Source: an optimization exercise on an open RTL-to-GDS flow (aim: small area, a short achievable clock period and few clock cycles per item). Production flows keep margins and buffers that such runs may drop.
Where RTL was checked, it was by simulation tests only, not by an equivalence proof against the original.
No functional check of the RTL was part of runs 2 and 3.
Power is estimated from default activity; no workload was simulated.

[flow/design.v]
`timescale 1ns / 1ps
package ipc_pkg;
  localparam int unsigned TEMP_W   = 8;
  localparam int unsigned HUM_W    = 8;
  localparam int unsigned SOIL_W   = 7;
  localparam int unsigned SECS_W   = 16;
  localparam int unsigned FLOW_W   = 8;
  localparam int unsigned TOTAL_W  = 32;
  localparam int unsigned WATER_W  = 32;
  localparam int unsigned CFG_IDX_W  = 3;
  localparam int unsigned CFG_DATA_W = 16;
  localparam int unsigned IN_DATA_W  = 24;
  localparam int unsigned OUT_DATA_W = 40;
  localparam logic [TEMP_W-1:0] TEMP_THR_RST     = 8'd30;
  localparam logic [HUM_W-1:0]  HUM_THR_RST      = 8'd20;
  localparam logic [SOIL_W-1:0] MOIST_THR_RST    = 7'd35;
  localparam logic [SECS_W-1:0] MIN_RUN_RST      = 16'd10;
  localparam logic [SECS_W-1:0] MAX_RUN_RST      = 16'd20;
  localparam logic [SECS_W-1:0] REST_RST         = 16'd60;
  localparam logic [FLOW_W-1:0] FLOW_RST         = 8'd1;
  localparam logic KIND_TICK = 1'b0;
  localparam logic KIND_EVAL = 1'b1;
  typedef enum logic [CFG_IDX_W-1:0] {
    REG_TEMP_THR  = 3'd0,
    REG_HUM_THR   = 3'd1,
    REG_MOIST_THR = 3'd2,
    REG_MIN_RUN   = 3'd3,
    REG_MAX_RUN   = 3'd4,
    REG_REST      = 3'd5,
    REG_FLOW      = 3'd6
  } ipc_reg_idx_t;
  typedef struct packed {
    logic [TEMP_W-1:0] temp_threshold;
    logic [HUM_W-1:0]  humidity_threshold;
    logic [SOIL_W-1:0] moisture_threshold;
    logic [SECS_W-1:0] min_run_seconds;
    logic [SECS_W-1:0] max_run_seconds;
    logic [SECS_W-1:0] rest_seconds;
    logic [FLOW_W-1:0] flow_per_second;
  } ipc_cfg_t;
  typedef struct packed {
    logic              kind;
    logic [TEMP_W-1:0] temperature;
    logic [HUM_W-1:0]  humidity;
    logic [SOIL_W-1:0] soil_level;
    logic              manual;
  } ipc_item_t;
  typedef struct packed {
    logic               timer_active;
    logic [SECS_W-1:0]  elapsed_seconds;
    logic               motor_running;
    logic               rest_flag;
    logic               minimum_pending;
    logic               limit_reached;
    logic [TOTAL_W-1:0] total_seconds;
  } ipc_state_t;
  typedef struct packed {
    logic               pump_on;
    logic               resting;
    logic [TOTAL_W:0]   secs;
  } ipc_snap_t;
  typedef struct packed {
    logic               pump_on;
    logic               resting;
    logic [WATER_W-1:0] water_used;
  } ipc_result_t;
endpackage
`timescale 1ns / 1ps
module ipc_regs (
  input  logic                           clk,
  input  logic                           rst,
  input  logic                           wr_en,
  input  logic [ipc_pkg::CFG_IDX_W-1:0]  wr_index,
  input  logic [ipc_pkg::CFG_DATA_W-1:0] wr_data,
  output ipc_pkg::ipc_cfg_t              cfg,
  output logic [ipc_pkg::SECS_W-1:0]     rest_m1,    
  output logic                           rest_zero   
);
  logic [15:0] d0, d1;       
  assign d0 = wr_data & {16{!rst}};
  assign d1 = wr_data | {16{rst}};
  function automatic logic [15:0] pick(input logic [15:0] rv);
    pick = (d1 & rv) | (d0 & ~rv);
  endfunction
  logic [6:0] we;
  always_comb
    for (int k = 0; k < 7; k++) we[k] = rst || (wr_en && wr_index == 3'(k));
  logic [15:0] v_t, v_h, v_m, v_mn, v_mx, v_rs, v_f;
  assign v_t  = pick(16'(ipc_pkg::TEMP_THR_RST));
  assign v_h  = pick(16'(ipc_pkg::HUM_THR_RST));
  assign v_m  = pick(16'(ipc_pkg::MOIST_THR_RST));
  assign v_mn = pick(ipc_pkg::MIN_RUN_RST);
  assign v_mx = pick(ipc_pkg::MAX_RUN_RST);
  assign v_rs = pick(ipc_pkg::REST_RST);
  assign v_f  = pick(16'(ipc_pkg::FLOW_RST));
  always_ff @(posedge clk) begin
    if (we[ipc_pkg::REG_TEMP_THR])  cfg.temp_threshold     <= v_t[ipc_pkg::TEMP_W-1:0];
    if (we[ipc_pkg::REG_HUM_THR])   cfg.humidity_threshold <= v_h[ipc_pkg::HUM_W-1:0];
    if (we[ipc_pkg::REG_MOIST_THR]) cfg.moisture_threshold <= v_m[ipc_pkg::SOIL_W-1:0];
    if (we[ipc_pkg::REG_MIN_RUN])   cfg.min_run_seconds    <= v_mn;
    if (we[ipc_pkg::REG_MAX_RUN])   cfg.max_run_seconds    <= v_mx;
    if (we[ipc_pkg::REG_REST])      cfg.rest_seconds       <= v_rs;
    if (we[ipc_pkg::REG_REST])      {rest_zero, rest_m1}   <= {1'b0, v_rs} - 17'd1;
    if (we[ipc_pkg::REG_FLOW])      cfg.flow_per_second    <= v_f[ipc_pkg::FLOW_W-1:0];
  end
endmodule
`timescale 1ns / 1ps
module bk_add #(parameter int W = 32, parameter int L = 5) (
  input  logic [W-1:0] a, b,
  input  logic         ci,
  output logic [W-1:0] s,
  output logic         co
);
  logic [W-1:0] p0, g0;
  logic [W-1:0] gg [0:2*L];
  logic [W-1:0] pp [0:2*L];
  assign p0 = a ^ b;
  assign g0 = a & b;
  always_comb begin
    logic [W-1:0] g, p;
    g = g0; p = p0;
    g[0] = g0[0] | (p0[0] & ci);
    for (int l = 0; l < L; l++) begin
      for (int i = 0; i < W; i++) begin
        if (((i + 1) % (2 << l)) == 0) begin
          g[i] = g[i] | (p[i] & g[i - (1 << l)]);
          p[i] = p[i] & p[i - (1 << l)];
        end
      end
    end
    for (int l = L - 2; l >= 0; l--) begin
      for (int i = 0; i < W; i++) begin
        if (((i + 1) % (2 << l)) == (1 << l) && i >= (2 << l)) begin
          g[i] = g[i] | (p[i] & g[i - (1 << l)]);
          p[i] = p[i] & p[i - (1 << l)];
        end
      end
    end
    s  = p0 ^ {g[W-2:0], ci};
    co = g[W-1];
  end
endmodule
`timescale 1ns / 1ps
module irrigation_pump_controller (
  input  logic                           clk,
  input  logic                           rst,
  input  logic                           s_axis_tvalid,
  output logic                           s_axis_tready,
  input  logic [ipc_pkg::IN_DATA_W-1:0]  s_axis_tdata,
  input  logic                           s_axis_tuser,
  output logic                           m_axis_tvalid,
  input  logic                           m_axis_tready,
  output logic [ipc_pkg::OUT_DATA_W-1:0] m_axis_tdata,
  input  logic                           cfg_valid,
  output logic                           cfg_ready,
  input  logic [ipc_pkg::CFG_IDX_W-1:0]  cfg_index,
  input  logic [ipc_pkg::CFG_DATA_W-1:0] cfg_data
);
  ipc_pkg::ipc_cfg_t cfg;
  logic [15:0]       rest_m1;
  logic              rest_zero;
  assign cfg_ready = 1'b1;
  ipc_regs u_regs (
    .clk      (clk),
    .rst      (rst),
    .wr_en    (cfg_valid),
    .wr_index (cfg_index),
    .wr_data  (cfg_data),
    .cfg      (cfg),
    .rest_m1  (rest_m1),
    .rest_zero(rest_zero)
  );
  logic        timer_active;
  logic [15:0] elapsed;
  logic        e_sat;       
  logic        motor;
  logic        resting;
  logic        pending;
  logic        limit;
  logic [31:0] secs;        
  logic        secs_ovf;    
  logic [31:0] water;       
  logic        out_valid;
  logic        busy;        
  logic        clr;         
  logic        find;        
  logic [4:0]  bit_j;       
  logic        s_bit;       
  logic        held;        
  logic accept;
  assign s_axis_tready = !busy && (!out_valid || m_axis_tready);
  assign accept        = s_axis_tvalid && s_axis_tready;
  logic is_tick, is_manual, is_auto, need;
  assign is_tick   = !s_axis_tuser;
  assign is_manual = s_axis_tuser && s_axis_tdata[23];
  assign is_auto   = s_axis_tuser && !s_axis_tdata[23];
  assign need = (s_axis_tdata[7:0] > cfg.temp_threshold) ||
                (s_axis_tdata[15:8] < cfg.humidity_threshold) ||
                (s_axis_tdata[22:16] < cfg.moisture_threshold);
  logic [15:0] e_inc;
  logic        gt_min, gt_max, ge_rest;
  assign e_inc   = e_sat ? elapsed : elapsed + 16'd1;
  logic [15:0] lim_a;
  logic        cmp_a;
  assign lim_a   = motor ? cfg.min_run_seconds : rest_m1;
  assign cmp_a   = elapsed >= lim_a;
  assign gt_min  = cmp_a && !(e_sat && &cfg.min_run_seconds);
  assign gt_max  = (elapsed >= cfg.max_run_seconds) && !(e_sat && &cfg.max_run_seconds);
  assign ge_rest = cmp_a || rest_zero;
  logic pend_eff, limit_eff, keep_run, start, run_end;
  assign pend_eff  = !timer_active || pending;
  assign limit_eff = timer_active && limit;
  assign keep_run  = motor && pend_eff;
  assign start     = !resting && !keep_run && need && !limit_eff;
  assign run_end   = !resting && !keep_run && !(need && !limit_eff) && motor;
  logic restart;    
  assign restart = accept && is_auto && start && !motor && timer_active;
  logic flow_wr;
  assign flow_wr = cfg_valid && (cfg_index == 3'd6);
  logic [15:0] secs_add;
  logic [32:0] secs_sum;
  assign secs_add = clr ? elapsed : {15'd0, !e_sat};
  bk_add #(32) u_secs_add (.a(secs), .b({16'd0, secs_add}), .ci(1'b0),
                           .s(secs_sum[31:0]), .co(secs_sum[32]));
  logic [31:0] w_a;
  logic [7:0]  w_b;
  logic [32:0] w_sum;
  logic [4:0]  bit_n;
  assign bit_n = bit_j - 5'd1;
  assign w_a   = busy ? {water[30:0], 1'b0} : water;
  assign w_b   = cfg.flow_per_second & {8{!busy || s_bit}};
  bk_add #(32) u_water_add (.a(w_a), .b({24'd0, w_b}), .ci(1'b0),
                            .s(w_sum[31:0]), .co(w_sum[32]));
  logic [7:0] nib_nz;
  logic [2:0] nib_top;
  always_comb begin
    for (int k = 0; k < 8; k++) nib_nz[k] = |secs[4*k +: 4];
    nib_top = 3'd0;
    for (int k = 1; k < 8; k++) if (nib_nz[k]) nib_top = 3'(k);
  end
  always_ff @(posedge clk) begin
    if (rst) begin
      timer_active <= 1'b0;
      elapsed      <= '0;
      e_sat        <= 1'b0;
      motor        <= 1'b0;
      resting      <= 1'b0;
      pending      <= 1'b1;
      limit        <= 1'b0;
      secs         <= '0;
      secs_ovf     <= 1'b0;
      water        <= '0;
      out_valid    <= 1'b0;
      busy         <= 1'b0;
      clr          <= 1'b0;
      find         <= 1'b0;
      bit_j        <= '0;
      s_bit        <= 1'b0;
      held         <= 1'b0;
    end else begin
      if (m_axis_tready) out_valid <= 1'b0;
      if (clr) begin
        clr       <= 1'b0;
        find      <= 1'b1;
        water     <= '0;
        if (held) begin
          secs     <= secs_sum[31:0];
          secs_ovf <= secs_ovf || secs_sum[32];
        end
      end else if (find) begin
        find      <= 1'b0;
        bit_j     <= {nib_top, 2'b11};
        s_bit     <= secs[{nib_top, 2'b11}];
        water     <= {32{secs_ovf && (|cfg.flow_per_second)}};
        if (secs_ovf || !(|nib_nz)) begin
          busy      <= 1'b0;
          out_valid <= held;
          held      <= 1'b0;
        end
      end else if (busy) begin
        water     <= w_sum[31:0] | {32{w_sum[32] || water[31]}};
        bit_j     <= bit_n;
        s_bit     <= secs[bit_n];
        if (bit_j == 5'd0) begin
          busy      <= 1'b0;
          out_valid <= held;
          held      <= 1'b0;
        end
      end
      if (flow_wr) begin
        busy <= 1'b1;
        clr  <= 1'b1;
      end
      if (accept) begin
        out_valid <= !restart;
        if (restart) begin
          held <= 1'b1;
          busy <= 1'b1;
          clr  <= 1'b1;
        end
        if (is_tick) begin
          if (timer_active) begin
            elapsed <= e_inc;
            e_sat   <= &elapsed[15:1];
            if (motor) begin
              secs     <= secs_sum[31:0];
              secs_ovf <= secs_ovf || secs_sum[32];
              if (!e_sat) begin
                water     <= w_sum[31:0] | {32{w_sum[32]}};
              end
              if (gt_min) pending <= 1'b0;
              if (gt_max) limit <= 1'b1;
            end else if (ge_rest) begin
              timer_active <= 1'b0;
              elapsed      <= '0;
              e_sat        <= 1'b0;
              resting      <= 1'b0;
            end
          end
        end else if (is_manual) begin
          if (motor) begin
            elapsed      <= '0;
            e_sat        <= 1'b0;
            timer_active <= 1'b0;
          end
          resting <= 1'b0;
          motor   <= 1'b0;
        end else begin
          pending <= pend_eff;
          limit   <= limit_eff;
          if (start) begin
            motor        <= 1'b1;
            timer_active <= 1'b1;
          end
          if (run_end) begin
            motor   <= 1'b0;
            elapsed <= '0;
            e_sat   <= 1'b0;
            resting <= 1'b1;
          end
        end
      end
    end
  end
  assign m_axis_tvalid = out_valid;
  assign m_axis_tdata  = {6'd0, water, resting, motor};
endmodule
[flow/constraint.sdc]
create_clock -name core_clock -period 7.5 [get_ports {clk}]
set_input_delay 1.5000 -clock core_clock [delete_from_list [all_inputs] [get_ports {clk}]]
set_output_delay 1.5000 -clock core_clock [all_outputs]
set_load 0.01 [all_outputs]
[flow/flow/run.sh]
#!/bin/bash
# Own layout flow: the standard synthesis and layout, with two layout choices changed:
# the port buffers are the smallest buffer (every port still gets one), and clock tree
# synthesis inserts no dummy loads. Each tool's output goes to a log of its own.
set -euo pipefail
bash standard.sh synth > synth.log 2>&1
export BUFFER_PORTS_ARGS="-buffer_cell sky130_fd_sc_hd__buf_1"
export CTS_ARGS="-sink_clustering_enable -repair_clock_nets -dont_use_dummy_load -root_buf sky130_fd_sc_hd__clkbuf_16 -buf_list sky130_fd_sc_hd__clkbuf_8"
bash standard.sh > layout.log 2>&1
[flow/standard.sh]
#!/bin/bash
# synth_recipe.tcl (not shown) runs the flow's synth.tcl, then flattens the netlist and writes it again
# the make line also repeats each setting of config.mk as NAME=value (left out here)
make -C /OpenROAD-flow-scripts/flow DESIGN_CONFIG=/design/flow/config.mk WORK_HOME=/design/flow/orfs CLKGATE_MAP_FILE= SYNTH_SCRIPT=/design/flow/synth_recipe.tcl "${@:-finish}"
[flow/config.mk]
export PLATFORM = sky130hd
export DESIGN_NAME = irrigation_pump_controller
export DESIGN_NICKNAME = irrigation_pump_controller
export VERILOG_FILES = /design/flow/design.v
export SDC_FILE = /design/flow/constraint.sdc
export NUM_CORES = 4
export LEC_CHECK = 0
export CAP_MARGIN = 20
export CORE_MARGIN = 2
export CORE_UTILIZATION = 40
export SETUP_SLACK_MARGIN = 4.0
export SLEW_MARGIN = 20
==> results of run 1 <==
-- what timing repair did --
action / in CTS / in global routing
pin swaps: 4 / 15
resized for setup: 14 / 22
setup endpoints to repair: 61 / 59
buffers inserted: 4 / 10
cloned: 1 / 0
-- registers in the layout, summed over array words and instances, names as in the netlist, 5 cells and up --
| signal | flops |
|---|---|
| u_regs.cfg | 63 |
| secs | 32 |
| water | 32 |
| elapsed | 16 |
| u_regs.rest_m1 | 16 |
| bit_j | 5 |
-- cell usage after synthesis (all sizes together) (3+ instances only) --
master / n / share of area
ha: 99 / 0.11
dfxtp: 98 / 0.18
nand2: 97 / 0.033
edfxtp: 80 / 0.22
inv: 76 / 0.026
a21oi: 75 / 0.034
nor2: 69 / 0.024
o21ai: 62 / 0.028
clkbuf: 35 / 0.012
mux2i: 35 / 0.032
xnor2: 31 / 0.024
a21o: 28 / 0.019
nor2b: 26 / 0.015
and2: 23 / 0.013
nand4: 21 / 0.012
o21a: 21 / 0.014
buf: 20 / 0.012
nand2b: 20 / 0.011
nor4: 20 / 0.011
xor2: 18 / 0.014
mux2: 17 / 0.017
o221a: 14 / 0.014
nand3: 13 / 0.0063
nor3: 13 / 0.0059
a211oi: 12 / 0.0081
fa: 12 / 0.022
or2: 12 / 0.0068
or4: 12 / 0.0085
or3: 10 / 0.0056
o22ai: 8 / 0.0045
o31ai: 8 / 0.0054
a31oi: 7 / 0.0040
o211ai: 6 / 0.0041
a311oi: 5 / 0.0040
nor3b: 5 / 0.0034
a211o: 4 / 0.0032
and4: 4 / 0.0032
a21boi: 3 / 0.0020
nor4b: 3 / 0.0029
-- cell families (layout without fill, tap and decap cells) --
group                      Yosys count  in the layout  synth area share
muxes                               54             54            0.0529
xor gates and xnor gates            49             49            0.0387
other                                2              7          0.000677
adders and majority gates          111            111             0.133
and+or+nand+nor                    354            354             0.166
AOI/OAI and AO/OA                  274            274             0.165
DFF                                178            178             0.394
buffers and inverters              131            202            0.0498
-- stage by stage --
| stage | setup slack, ps | utilization | instance area (sq um) | power, mW | hold WS (ps) |
|---|---|---|---|---|---|
| floorplan | 3930 | - | 11300 | 1.32 | 451 |
| global placement | 3070 | 0.436 | 11800 | 1.40 | 473 |
| detailed placement | 3020 | 0.436 | 11800 | 1.40 | 481 |
| CTS | 4000 | 0.448 | 12200 | 1.93 | 490 |
| global route | 3990 | 0.454 | 12300 | 2.02 | 513 |
| finish | 4030 | 0.454 | 12300 | 1.92 | 487 |
-- routing by layer --
layer / vias to the layer above / track usage / routed length [um]
li1: 4316 / - / -
met5: - / 0 / 13
met2: 189 / 0.312 / 12500
met4: 2 / 0.0513 / 456
met1: 4057 / 0.258 / 12800
met3: 31 / 0.0412 / 1260
-- how the worst min path moves through the flow --
stage / from / to / slack [ps] / depth (start not counted)
2_1_floorplan: secs_ovf / secs_ovf / 450 / 1
3_3_place_gp: bit_j[3] / bit_j[3] / 470 / 2
3_5_place_dp: bit_j[3] / bit_j[3] / 480 / 2
4_1_cts: bit_j[4] / bit_j[4] / 490 / 2
5_1_grt: bit_j[4] / bit_j[4] / 510 / 2
6_report: bit_j[4] / bit_j[4] / 490 / 2
-- worst max-delay path: stages --
cell and delay, ps:
buf_1 80, nor2b_2 170, nor2_1 70, clkbuf_2 150
-- area by class of cell --
cell class	count	share of cell area
multi-input combinational	849	0.521
sequential	178	0.356
timing repair buffer	108	0.0416
tap	372	0.0378
inverter	76	0.0235
clock buffer	17	0.0199
timing repair inverter	1	0.000407
-- where the power goes --
group | switching, mW | leakage, nW | total [mW] | internal, mW
combinational | 0.172 | 3.19 | 0.286 | 0.114
sequential | 0.0315 | 1.58 | 1.10 | 1.07
clock | 0.321 | 0.127 | 0.536 | 0.216
total | 0.525 | 4.89 | 1.92 | 1.40
==> reports/results.txt, run 1 <==
status: complete, no violations
final WL: 27100 um
Initial DRT Pass Iterations: 5
# diodes: 0
Post-synth EDFFs: 80
Setup Viol. Count Final: 0
RSZ-0062 raised after global routing: yes
die width: 170 um
Critical Path RT: 6000 ps
Main synth FF type: dfxtp_1
antenna violations before repair: 1
Syn Area/Cell: 9.61 sq um
Synth Register Bits: 178
CTS tree: built
gpl congestion: 0.832
GRT Total Usage: 0.191
P&R area growth vs syn: 11.1%
Clock Latency Late Sink: 410 ps
DP HPWL: 20000 um
post-DR vias/cell: 5.37
Final Hold Viols: 0
Starting Density: 0.409
f_max: 288 MHz
cells on worst reg2reg path: 14
Lkg Pwr: 4.89 nW
RR Endpoint: water[31]
Non-Filler Instances: 1601
Post-route DRC: 0
H-tree levels: 4
setup tns final: 0 ps
final net count: 1391
Mapped Cells: 1153
Critical R2R Launch: busy
max-slew violation count: 0
most common cell after layout, fill and taps aside: nand2_1
slew of the pin with the lowest slew margin: 1010 ps
worst-case vdd ir drop: 109 uV
CP max FO: 3
commonest non-fill, non-tap cells in the layout: 97 x nand2_1, 93 x dfxtp_1, 86 x ha_1, 82 x buf_1, 80 x edfxtp_1
asr flop ratio synth: 0
Hold Path Class: register to register
post-route ant nets: 0
Max clock buf depth: 2
CTS buffer count: 17
GRT Residual Overflow: 0
wire per inst: 16.9 um
total die area: 29100 sq um
Crit. End Element: primary output
Yosys warning total: 3
critical path type: input port to primary output
CP startpoint kind: input port
FF+latch area: 4380 sq um
number of port buffers: 84
global-route wire length before repair: 43700 um
crit path to: s_axis_tready
Syn Std Cell Area: 11100 sq um
vias: 8595
vias in the first global route: 8273
area of the multi-input gates: 6420 sq um
Worst-path clk slew: 60 ps
period utilisation layout: 0.462
post-layout min period: 3470 ps
# Max-Cap Violations: 0
sequential share of the synthesized area: 0.394
CTS sink cnt: 178
num rows: 60
post-synth cell types: 72
Hold-fix buffers, CTS: 0
Worst EP arrival: 1970 ps
DIE HEIGHT: 170 um
initial DRC count: 499
CTS Root Buffer Type: clkbuf_16
I/O pins: 92
setup slack, reg-to-reg: 4150 ps
filler cell count in the final layout: 2639
dpl cells: 1569
maximum number of pins on one net before global-route repair: 77
Core Area: 27100 sq um
layout cells sized above 1: 0.117
Rel. slew slack: 0.323
Pwr Density: 156 nW/um^2
clock skew: 47.3 ps
timing startpoint of the critical path: m_axis_tready
Testbench counts, summed over its fixed seeds: cycles 20,364, items 20,000.
==> inputs of run 2 (changes only) <==
--- a/flow/design.v
+++ b/flow/design.v
@@ -180,6 +180,7 @@
   logic [31:0] secs;        
   logic        secs_ovf;    
   logic [31:0] water;       
+  logic        water_ovf;   
   logic        out_valid;
   logic        busy;        
   logic        clr;         
@@ -187,6 +188,7 @@
   logic [4:0]  bit_j;       
   logic        s_bit;       
   logic        held;        
+  logic        rep;         
   logic accept;
   assign s_axis_tready = !busy && (!out_valid || m_axis_tready);
   assign accept        = s_axis_tvalid && s_axis_tready;
@@ -227,8 +229,8 @@
   logic [32:0] w_sum;
   logic [4:0]  bit_n;
   assign bit_n = bit_j - 5'd1;
-  assign w_a   = busy ? {water[30:0], 1'b0} : water;
-  assign w_b   = cfg.flow_per_second & {8{!busy || s_bit}};
+  assign w_a   = (busy && !rep) ? {water[30:0], 1'b0} : water;
+  assign w_b   = cfg.flow_per_second & {8{!busy || rep || s_bit}};
   bk_add #(32) u_water_add (.a(w_a), .b({24'd0, w_b}), .ci(1'b0),
                             .s(w_sum[31:0]), .co(w_sum[32]));
   logic [7:0] nib_nz;
@@ -250,6 +252,7 @@
       secs         <= '0;
       secs_ovf     <= 1'b0;
       water        <= '0;
+      water_ovf    <= 1'b0;
       out_valid    <= 1'b0;
       busy         <= 1'b0;
       clr          <= 1'b0;
@@ -257,28 +260,48 @@
       bit_j        <= '0;
       s_bit        <= 1'b0;
       held         <= 1'b0;
+      rep          <= 1'b0;
     end else begin
       if (m_axis_tready) out_valid <= 1'b0;
       if (clr) begin
         clr       <= 1'b0;
-        find      <= 1'b1;
-        water     <= '0;
         if (held) begin
           secs     <= secs_sum[31:0];
           secs_ovf <= secs_ovf || secs_sum[32];
         end
+        if (!rep) begin
+          find      <= 1'b1;
+          water     <= '0;
+          water_ovf <= 1'b0;
+        end else if (bit_j == 5'd0) begin
+          busy      <= 1'b0;
+          out_valid <= held;
+          held      <= 1'b0;
+          rep       <= 1'b0;
+        end
+      end else if (rep) begin
+        water     <= w_sum[31:0];
+        water_ovf <= water_ovf || w_sum[32];
+        bit_j     <= bit_n;
+        if (bit_j == 5'd1) begin
+          busy      <= 1'b0;
+          out_valid <= held;
+          held      <= 1'b0;
+          rep       <= 1'b0;
+        end
       end else if (find) begin
         find      <= 1'b0;
         bit_j     <= {nib_top, 2'b11};
         s_bit     <= secs[{nib_top, 2'b11}];
-        water     <= {32{secs_ovf && (|cfg.flow_per_second)}};
+        water_ovf <= secs_ovf && (|cfg.flow_per_second);
         if (secs_ovf || !(|nib_nz)) begin
           busy      <= 1'b0;
           out_valid <= held;
           held      <= 1'b0;
         end
       end else if (busy) begin
-        water     <= w_sum[31:0] | {32{w_sum[32] || water[31]}};
+        water     <= w_sum[31:0];
+        water_ovf <= water_ovf || w_sum[32] || water[31];
         bit_j     <= bit_n;
         s_bit     <= secs[bit_n];
         if (bit_j == 5'd0) begin
@@ -290,13 +313,16 @@
       if (flow_wr) begin
         busy <= 1'b1;
         clr  <= 1'b1;
+        rep  <= 1'b0;
       end
       if (accept) begin
         out_valid <= !restart;
         if (restart) begin
-          held <= 1'b1;
-          busy <= 1'b1;
-          clr  <= 1'b1;
+          held  <= 1'b1;
+          busy  <= 1'b1;
+          clr   <= 1'b1;
+          rep   <= elapsed[15:4] == 12'd0;
+          bit_j <= {1'b0, elapsed[3:0]};
         end
         if (is_tick) begin
           if (timer_active) begin
@@ -306,7 +332,8 @@
               secs     <= secs_sum[31:0];
               secs_ovf <= secs_ovf || secs_sum[32];
               if (!e_sat) begin
-                water     <= w_sum[31:0] | {32{w_sum[32]}};
+                water     <= w_sum[31:0];
+                water_ovf <= water_ovf || w_sum[32];
               end
               if (gt_min) pending <= 1'b0;
               if (gt_max) limit <= 1'b1;
@@ -343,5 +370,5 @@
     end
   end
   assign m_axis_tvalid = out_valid;
-  assign m_axis_tdata  = {6'd0, water, resting, motor};
+  assign m_axis_tdata  = {6'd0, water | {32{water_ovf}}, resting, motor};
 endmodule
--- a/flow/flow/run.sh
+++ b/flow/flow/run.sh
@@ -5,5 +5,5 @@
 set -euo pipefail
 bash standard.sh synth > synth.log 2>&1
 export BUFFER_PORTS_ARGS="-buffer_cell sky130_fd_sc_hd__buf_1"
-export CTS_ARGS="-sink_clustering_enable -repair_clock_nets -dont_use_dummy_load -root_buf sky130_fd_sc_hd__clkbuf_16 -buf_list sky130_fd_sc_hd__clkbuf_8"
+export CTS_ARGS="-sink_clustering_enable -repair_clock_nets -dont_use_dummy_load"
 bash standard.sh > layout.log 2>&1
==> run 2 against run 1 <==
Still clean. Sequential cell count grew 2. Die area rose by 3.6%. First-iteration DRC count increased by 45%. Cell count increased by 9.4%. Area after synthesis grew 3.7%. Clock-buffer cell count stayed put. Critical path type unchanged. Critical endpoint unchanged.
==> reports/results.txt, run 2 <==
status: complete, no violations (unchanged)
synth top area cells: edfxtp_1 21%, dfxtp_1 17%, ha_1 11%, nand2_1 6.3%, nor2_1 3.3% (was edfxtp_1 22%, dfxtp_1 18%, ha_1 11%, a21oi_1 3.4%, nand2_1 3.3%)
Lkg Pwr: 5.43 nW (was 4.89 nW)
Clock Latency Late Sink: 440 ps (was 410 ps)
Setup Viol. Count Final: 0 (unchanged)
global-route wire length before repair: 46500 um (was 43700 um)
Syn Area/Cell: 8.89 sq um (was 9.61 sq um)
num rows: 62 (was 60)
CTS Root Buffer Type: clkbuf_16 (unchanged)
f_max: 287 MHz (was 288 MHz)
I/O pins: 92 (unchanged)
P&R area growth vs syn: 15.3% (was 11.1%)
DP HPWL: 20300 um (was 20000 um)
post-synth cell types: 70 (was 72)
most common cell after layout, fill and taps aside: nand2_1 (unchanged)
total die area: 30100 sq um (was 29100 sq um)
cell mode on critical path: buf_2
DIE HEIGHT: 173 um (was 170 um)
Core Area: 28500 sq um (was 27100 sq um)
Mapped Cells: 1293 (was 1153)
wire per inst: 16.4 um (was 16.9 um)
period utilisation layout: 0.464 (was 0.462)
Main synth FF type: dfxtp_1 (unchanged)
# Max-Cap Violations: 0 (unchanged)
setup tns final: 0 ps (unchanged)
Yosys warning total: 3 (unchanged)
Worst EP arrival: 1980 ps (was 1970 ps)
number of port buffers: 84 (unchanged)
vias in the first global route: 8868 (was 8273)
slew of the pin with the lowest slew margin: 933 ps (was 1010 ps)
filler cell count in the final layout: 2794 (was 2639)
FF+latch area: 4420 sq um (was 4380 sq um)
commonest non-fill, non-tap cells in the layout: 181 x nand2_1, 97 x nor2_1, 94 x dfxtp_1, 84 x ha_1 (was 97 x nand2_1, 93 x dfxtp_1, 86 x ha_1, 82 x buf_1, 80 x edfxtp_1)
largest registers: u_regs.cfg (63), secs (32), water (32) (unchanged)
critical path type: input port to primary output (unchanged)
Hold Path Class: register to register (unchanged)
Slowest-stage cell, CP: nor2b_4 (was nor2b_2)
Hold-fix buffers, CTS: 0 (unchanged)
post-DR vias/cell: 5.41 (was 5.37)
Critical Path RT: 6000 ps (about the same)
initial DRC count: 722 (was 499)
CTS tree: built (unchanged)
post-route ant nets: 0 (unchanged)
top cell type's share of synthesized area: 0.209 (was 0.217)
layout cells sized above 1: 0.141 (was 0.117)
Initial DRT Pass Iterations: 5 (unchanged)
most common cell in the netlist: nand2_1 (was ha_1)
Starting Density: 0.404 (was 0.409)
Worst path max stage delay: 150 ps (was 170 ps)
antenna violations before repair: 1 (unchanged)
Crit. End Element: primary output (unchanged)
Post-route DRC: 0 (unchanged)
Syn Std Cell Area: 11500 sq um (was 11100 sq um)
clock skew: 28.8 ps (was 47.3 ps)
GRT Total Usage: 0.191 (about the same)
CTS buffer count: 17 (unchanged)
Final Hold Viols: 0 (unchanged)
max-slew violation count: 0 (unchanged)
die width: 173 um (was 170 um)
CTS sink cnt: 180 (was 178)
GRT Residual Overflow: 0 (unchanged)
Final Total Pwr: 2.11 mW (was 1.92 mW)
Rel. slew slack: 0.377 (was 0.323)
final WL: 28700 um (was 27100 um)
maximum number of pins on one net before global-route repair: 87 (was 77)
final net count: 1529 (was 1391)
Synth top cells by count: 192 x nand2_1, 101 x nor2_1, 100 x dfxtp_1, 100 x ha_1, 80 x edfxtp_1 (was 99 x ha_1, 98 x dfxtp_1, 97 x nand2_1)
setup slack, reg-to-reg: 4100 ps (was 4150 ps)
Buf+Inv Stages, Crit Path: 2 (unchanged)
gpl congestion: 0.833 (was 0.832)
max FFs per register: 63 (unchanged)
Post-synth EDFFs: 80 (unchanged)
largest reg by FF count: u_regs.cfg (unchanged)
Critical Path, Cell by Cell: buf_2 > nor2b_4 > nor2_2 > buf_2 (was buf_1 > nor2b_2 > nor2_1 > clkbuf_2)
H-tree levels: 4 (unchanged)
sequential share of the synthesized area: 0.383 (was 0.394)
Pwr Density: 159 nW/um^2 (was 156 nW/um^2)
RSZ-0062 raised after global routing: yes (unchanged)
area leader, netlist: edfxtp_1 (unchanged)
asr flop ratio synth: 0 (unchanged)
CP max FO: 2 (was 3)
vias: 9470 (was 8595)
worst-case vdd ir drop: 117 uV (was 109 uV)
delay-heaviest family, CP: buffers and inverters (was simple AND/OR/NAND/NOR gates)
Synth Register Bits: 180 (was 178)
area of the multi-input gates: 7030 sq um (was 6420 sq um)
CP startpoint kind: input port (unchanged)
Worst-path clk slew: 60 ps (about the same)
Max clock buf depth: 2 (unchanged)
post-layout min period: 3480 ps (was 3470 ps)
-- run 2: cell count changes after synthesis, moves of 10 or more --
| cell | delta |
|---|---|
| mux2_2 | -12 |
| o221a_2 | -11 |
| inv_1 | -21 |
| nor3_1 | +10 |
| nand3_1 | +25 |
| o21a_1 | -15 |
| nor2_1 | +33 |
| clkbuf_1 | +13 |
| a22oi_1 | +31 |
| or2_2 | +28 |
| nand2_1 | +95 |
| mux2i_1 | -12 |
-- run 2: area by class of cell --
type                    count  share of cell area
diodes                      1            0.000189
clock buffers              17              0.0321
inverters                  55              0.0160
multi-input cells         997               0.531
flip-flops and latches    180               0.334
well taps                 384              0.0363
repair buffers            117              0.0511
-- run 2: logic make-up after synthesis --
group | Yosys count | synth area share
other | 2 | 0.000654
flip-flops | 180 | 0.383
buffers and inverters | 123 | 0.0436
AO/OA/AOI/OAI | 251 | 0.140
multiplexers | 32 | 0.0328
XOR/XNOR | 46 | 0.0357
AND/OR/NAND/NOR | 547 | 0.235
adder cells (fa/ha/maj) | 112 | 0.130
-- run 2: final timing paths --
kind	start	to	cells after the start
min reg2reg	secs[16]	secs[16]	2
min	secs[16]	secs[16]	2
max	m_axis_tready	s_axis_tready	4
max reg2reg	clr	secs[24]	16
-- run 2: power by group --
part           leakage (nW)  total, mW  internal [mW]  switching, mW
combinational          3.62      0.274          0.109          0.165
clock                 0.209      0.730          0.394          0.336
sequential             1.59       1.11           1.08         0.0309
-- run 2: tightest hold or removal path, cell delays in order (launching register included) --
cell and delay, ps:
dfxtp_1 340, nand2_1 70, a21oi_1 50
-- run 2: timing repair --
item / 4_1_cts / 5_1_grt
pin swaps: 8 / 31
gates resized for setup: 28 / 49
setup buffers: 12 / 12
setup endpoints to repair: 77 / 70
cloned: 1 / 3
-- run 2: metrics by stage --
stage | util | hold slack [ps] | std cells | area (sq um) | worst slack (ps)
floorplan | - | 461 | 1298 | 11800 | 3740
global placement | 0.431 | 488 | 1705 | 12300 | 3230
detailed placement | 0.431 | 501 | 1705 | 12300 | 3250
CTS | 0.454 | 509 | 1735 | 12900 | 4000
global route | 0.465 | 537 | 1750 | 13300 | 3920
finish | 0.466 | 504 | 1751 | 13300 | 4020
-- run 2: metal layers --
layer / track usage / share of wire
met4: 0.0501 / 0.012
met1: 0.265 / 0.48
met5: 0 / 0
met2: 0.310 / 0.47
met3: 0.0303 / 0.040
==> inputs of run 3 (changes only) <==
--- a/flow/flow/run.sh
+++ b/flow/flow/run.sh
@@ -5,5 +5,5 @@
 set -euo pipefail
 bash standard.sh synth > synth.log 2>&1
 export BUFFER_PORTS_ARGS="-buffer_cell sky130_fd_sc_hd__buf_1"
-export CTS_ARGS="-sink_clustering_enable -repair_clock_nets -dont_use_dummy_load"
+export CTS_ARGS="-sink_clustering_enable -repair_clock_nets -dont_use_dummy_load -root_buf sky130_fd_sc_hd__clkbuf_16 -buf_list sky130_fd_sc_hd__clkbuf_8"
 bash standard.sh > layout.log 2>&1
==> run 3 against run 2 <==
Still clean on timing, DRC and antenna. Clock power decreased by 28%. First-iteration DRC count decreased by 11%. Clock-buffer cell count unchanged. Total power shrank 9.5%. Utilization fell by 0.54 points. Critical path depth grew 5. Die area unchanged. Hold slack better by 2.5 ps. Synthesized cell count unchanged. Register-to-register slack got worse by 40 ps. Critical endpoint is now u_regs.rest_m1[12]. Highest routed layer unchanged.
==> reports/results.txt, run 3 <==
top routing layer in use: met4 (unchanged)
GRT Total Usage: 0.190 (was 0.191)
GRT Residual Overflow: 0 (unchanged)
Syn Area/Cell: 8.89 sq um (unchanged)
WL met1: 13700 um (was 13800 um)
Final Total Pwr: 1.91 mW (was 2.11 mW)
H-tree levels: 4 (unchanged)
Setup Viol. Count Final: 0 (unchanged)
Lkg Pwr: 5.35 nW (was 5.43 nW)
slew of the pin with the lowest slew margin: 919 ps (was 933 ps)
Critical Path, Cell by Cell: clkbuf_16 > or2_4 > nor2_4 > nand2_2 > or3_4 > or3_4 > or3_4 > or3_4 > xnor2_2 (was buf_2 > nor2b_4 > nor2_2 > buf_2)
Worst path max stage delay: 380 ps (was 150 ps)
delay-heaviest family, CP: simple AND/OR/NAND/NOR gates (was buffers and inverters)
max-slew violation count: 0 (unchanged)
critical path type: input port to register (was input port to primary output)
setup tns final: 0 ps (unchanged)
total die area: 30100 sq um (unchanged)
Synth top cells by count: 192 x nand2_1, 101 x nor2_1, 100 x dfxtp_1, 100 x ha_1, 80 x edfxtp_1 (unchanged)
status: complete, no violations (unchanged)
area leader, netlist: edfxtp_1 (unchanged)
commonest non-fill, non-tap cells in the layout: 183 x nand2_1, 97 x nor2_1, 94 x dfxtp_1, 84 x ha_1, 80 x edfxtp_1 (was 181 x nand2_1, 97 x nor2_1, 94 x dfxtp_1, 84 x ha_1)
CP startpoint kind: input port (unchanged)
gpl congestion: 0.833 (unchanged)
most common cell in the netlist: nand2_1 (unchanged)
largest reg by FF count: u_regs.cfg (unchanged)
number of port buffers: 84 (unchanged)
antenna violations before repair: 1 (unchanged)
Rel. slew slack: 0.387 (was 0.377)
maximum number of pins on one net before global-route repair: 87 (unchanged)
Hold-fix buffers, CTS: 0 (unchanged)
Synth Register Bits: 180 (unchanged)
CTS buffer count: 17 (unchanged)
Hold Path Class: register to register (unchanged)
hold_ws: 507 ps (was 504 ps)
largest registers: u_regs.cfg (63), secs (32), water (32) (unchanged)
Core Area: 28500 sq um (unchanged)
Crit. End Element: register (was primary output)
post-DR vias/cell: 5.41 (about the same)
DIE HEIGHT: 173 um (unchanged)
vias: 9481 (was 9470)
Post-synth EDFFs: 80 (unchanged)
dpl ws: 3250 ps (unchanged)
Slowest-stage cell, CP: or3_4 (was nor2b_4)
Syn Std Cell Area: 11500 sq um (unchanged)
period utilisation layout: 0.466 (was 0.464)
CTS tree: built (unchanged)
Pwr Density: 146 nW/um^2 (was 159 nW/um^2)
worst-case vdd ir drop: 86.6 uV (was 117 uV)
Clock Latency Late Sink: 400 ps (was 440 ps)
die width: 173 um (unchanged)
clock skew: 40.0 ps (was 28.8 ps)
Yosys warning total: 3 (unchanged)
Final Hold Viols: 0 (unchanged)
setup ws final: 4000 ps (was 4020 ps)
global-route wire length before repair: 46300 um (was 46500 um)
post-layout min period: 3500 ps (was 3480 ps)
vias in the first global route: 8875 (was 8868)
Mapped Cells: 1293 (unchanged)
I/O pins: 92 (unchanged)
met3 wire length: 1050 um (was 1160 um)
metal2 WL: 13600 um (was 13400 um)
P&R area growth vs syn: 14.0% (was 15.3%)
CP max FO: 23 (was 2)
Initial DRT Pass Iterations: 5 (unchanged)
most common cell after layout, fill and taps aside: nand2_1 (unchanged)
post-synth cell types: 70 (unchanged)
sequential share of the synthesized area: 0.383 (unchanged)
CTS sink cnt: 180 (unchanged)
Buf+Inv Stages, Crit Path: 1 (was 2)
layout cells sized above 1: 0.144 (was 0.141)
RSZ-0062 raised after global routing: yes (unchanged)
num rows: 62 (unchanged)
Starting Density: 0.404 (unchanged)
filler cell count in the final layout: 2827 (was 2794)
Worst EP arrival: 3650 ps (was 1980 ps)
f_max: 286 MHz (was 287 MHz)
post-route ant nets: 0 (unchanged)
top cell type's share of synthesized area: 0.209 (unchanged)
synth top area cells: edfxtp_1 21%, dfxtp_1 17%, ha_1 11%, nand2_1 6.3%, nor2_1 3.3% (unchanged)
cell mode on critical path: or3_4 (was buf_2)
initial DRC count: 641 (was 722)
CTS Root Buffer Type: clkbuf_16 (unchanged)
final net count: 1532 (was 1529)
final WL: 28600 um (was 28700 um)
max FFs per register: 63 (unchanged)
# Max-Cap Violations: 0 (unchanged)
Critical Path RT: 7660 ps (was 6000 ps)
Main synth FF type: dfxtp_1 (unchanged)
Post-route DRC: 0 (unchanged)
asr flop ratio synth: 0 (unchanged)
wire per inst: 16.3 um (was 16.4 um)
Worst-path clk slew: 110 ps (was 60 ps)
Max clock buf depth: 2 (unchanged)
DP HPWL: 20300 um (unchanged)
dpl cells: 1705 (unchanged)
Non-Filler Instances: 1754 (was 1751)
==> run 3: cell types whose count changed in the layout (fill, tap and decap cells not counted), moves of 3 or more <==
cell / before / now
buf_4: 26 / 31
clkbuf_16: 20 / 4
a21oi_1: 61 / 58
a21oi_2: 4 / 7
clkbuf_8: 0 / 16
==> run 3: logic make-up (layout without fill, tap and decap cells) <==
kind of cell	Yosys count	in the layout	share of synthesized area
compound gates	251	251	0.140
xor+xnor	46	46	0.0357
fa+ha+maj	112	112	0.130
buf+inv	123	192	0.0436
flops	180	180	0.383
mux	32	32	0.0328
other cells	2	8	0.000654
simple gates	547	549	0.235
==> run 3: final cells by class <==
cell class / count / area, sq um / share of cell area
Timing Repair Buffer: 120 / 684 / 0.0522
Clock buffer: 17 / 245 / 0.0187
Multi-Input combinational cell: 997 / 7050 / 0.538
Sequential cell: 180 / 4420 / 0.338
Antenna cell: 1 / 2.50 / 0.000191
Tap cell: 384 / 480 / 0.0367
Inverter: 55 / 211 / 0.0161
==> run 3: worst register-to-register path: cells and delay by family, from the launching register on <==
family	cells	cell delay [ps]
DFF	1	350
buffers and inverters	1	150
AOI/OAI and AO/OA	7	1260
adders and majority gates	3	670
and+or+nand+nor	7	880
==> run 3: report_power, final <==
group          switching, mW  internal [mW]
registers             0.0312           1.07
clock network          0.313          0.215
logic                  0.166          0.111
total                  0.510           1.40
==> run 3: repair_timing <==
action | in CTS | in global routing
pin swaps | 6 | 30
endpoints found under the hold margin | 0 | 0
endpoints found under the setup margin | 81 | 72
setup buffers | 11 | 16
resized for setup | 29 | 49
gates cloned | 1 | 3
==> run 3: per-stage QoR <==
stage	utilization	cell area [sq um]
floorplan	-	11800
finish	0.460	13100
CTS	0.447	12700
detailed placement	0.431	12300
global route	0.460	13100
global placement	0.431	12300
==> run 3: final timing paths <==
check | cells past startpoint | endpoint | start | slack, ps
hold reg to reg | 2 | secs[16] | secs[16] | 510
hold / removal | 2 | secs[16] | secs[16] | 510
setup / recovery | 9 | u_regs.rest_m1[12] | rst | 4000
setup reg to reg | 18 | water[31] | rep | 4060
==> run 3: per-layer routing <==
layer	up-vias	GRT usage
li1	4734	-
met4	0	0.0395
met2	220	0.312
met3	15	0.0336
met1	4512	0.262
met5	-	0

[separate check: timing with driven ports]
In the flow no input, the clock included, has a driving cell. The finished layouts below were timed again as built, in two steps. Step 1 sets driving cells, clkbuf_16 on the clock port and buf_2 on the other inputs (assumed; they add their load-dependent delay and slew). Step 2 also shifts input and output timing later by t, the mid clock arrival at the registers, as if the neighbouring blocks saw the same clock. Slacks: ideal ports / drivers / drivers and shift; pairs: ideal ports / drivers.
| run | t, ns | setup WS [ns] | clock arrival spread, ns | worst register clock-pin slew, ns | pins driven straight from the clock port |
|---|---|---|---|---|---|
| run 1 | 0.430 | 4.034 / 4.013 / 3.727 | 0.049 / 0.048 | 0.12 / 0.12 | 1 |
| run 2 | 0.474 | 4.018 / 3.995 / 3.568 | 0.028 / 0.029 | 0.08 / 0.08 | 1 |
| run 3 | 0.429 | 4.001 / 4.002 / 3.585 | 0.040 / 0.040 | 0.11 / 0.11 | 1 |
After both steps every run listed still meets setup and hold. For run 2, which loses most, drivers alone change the setup slack by -0.023 ns; drivers and shift together by -0.450 ns.
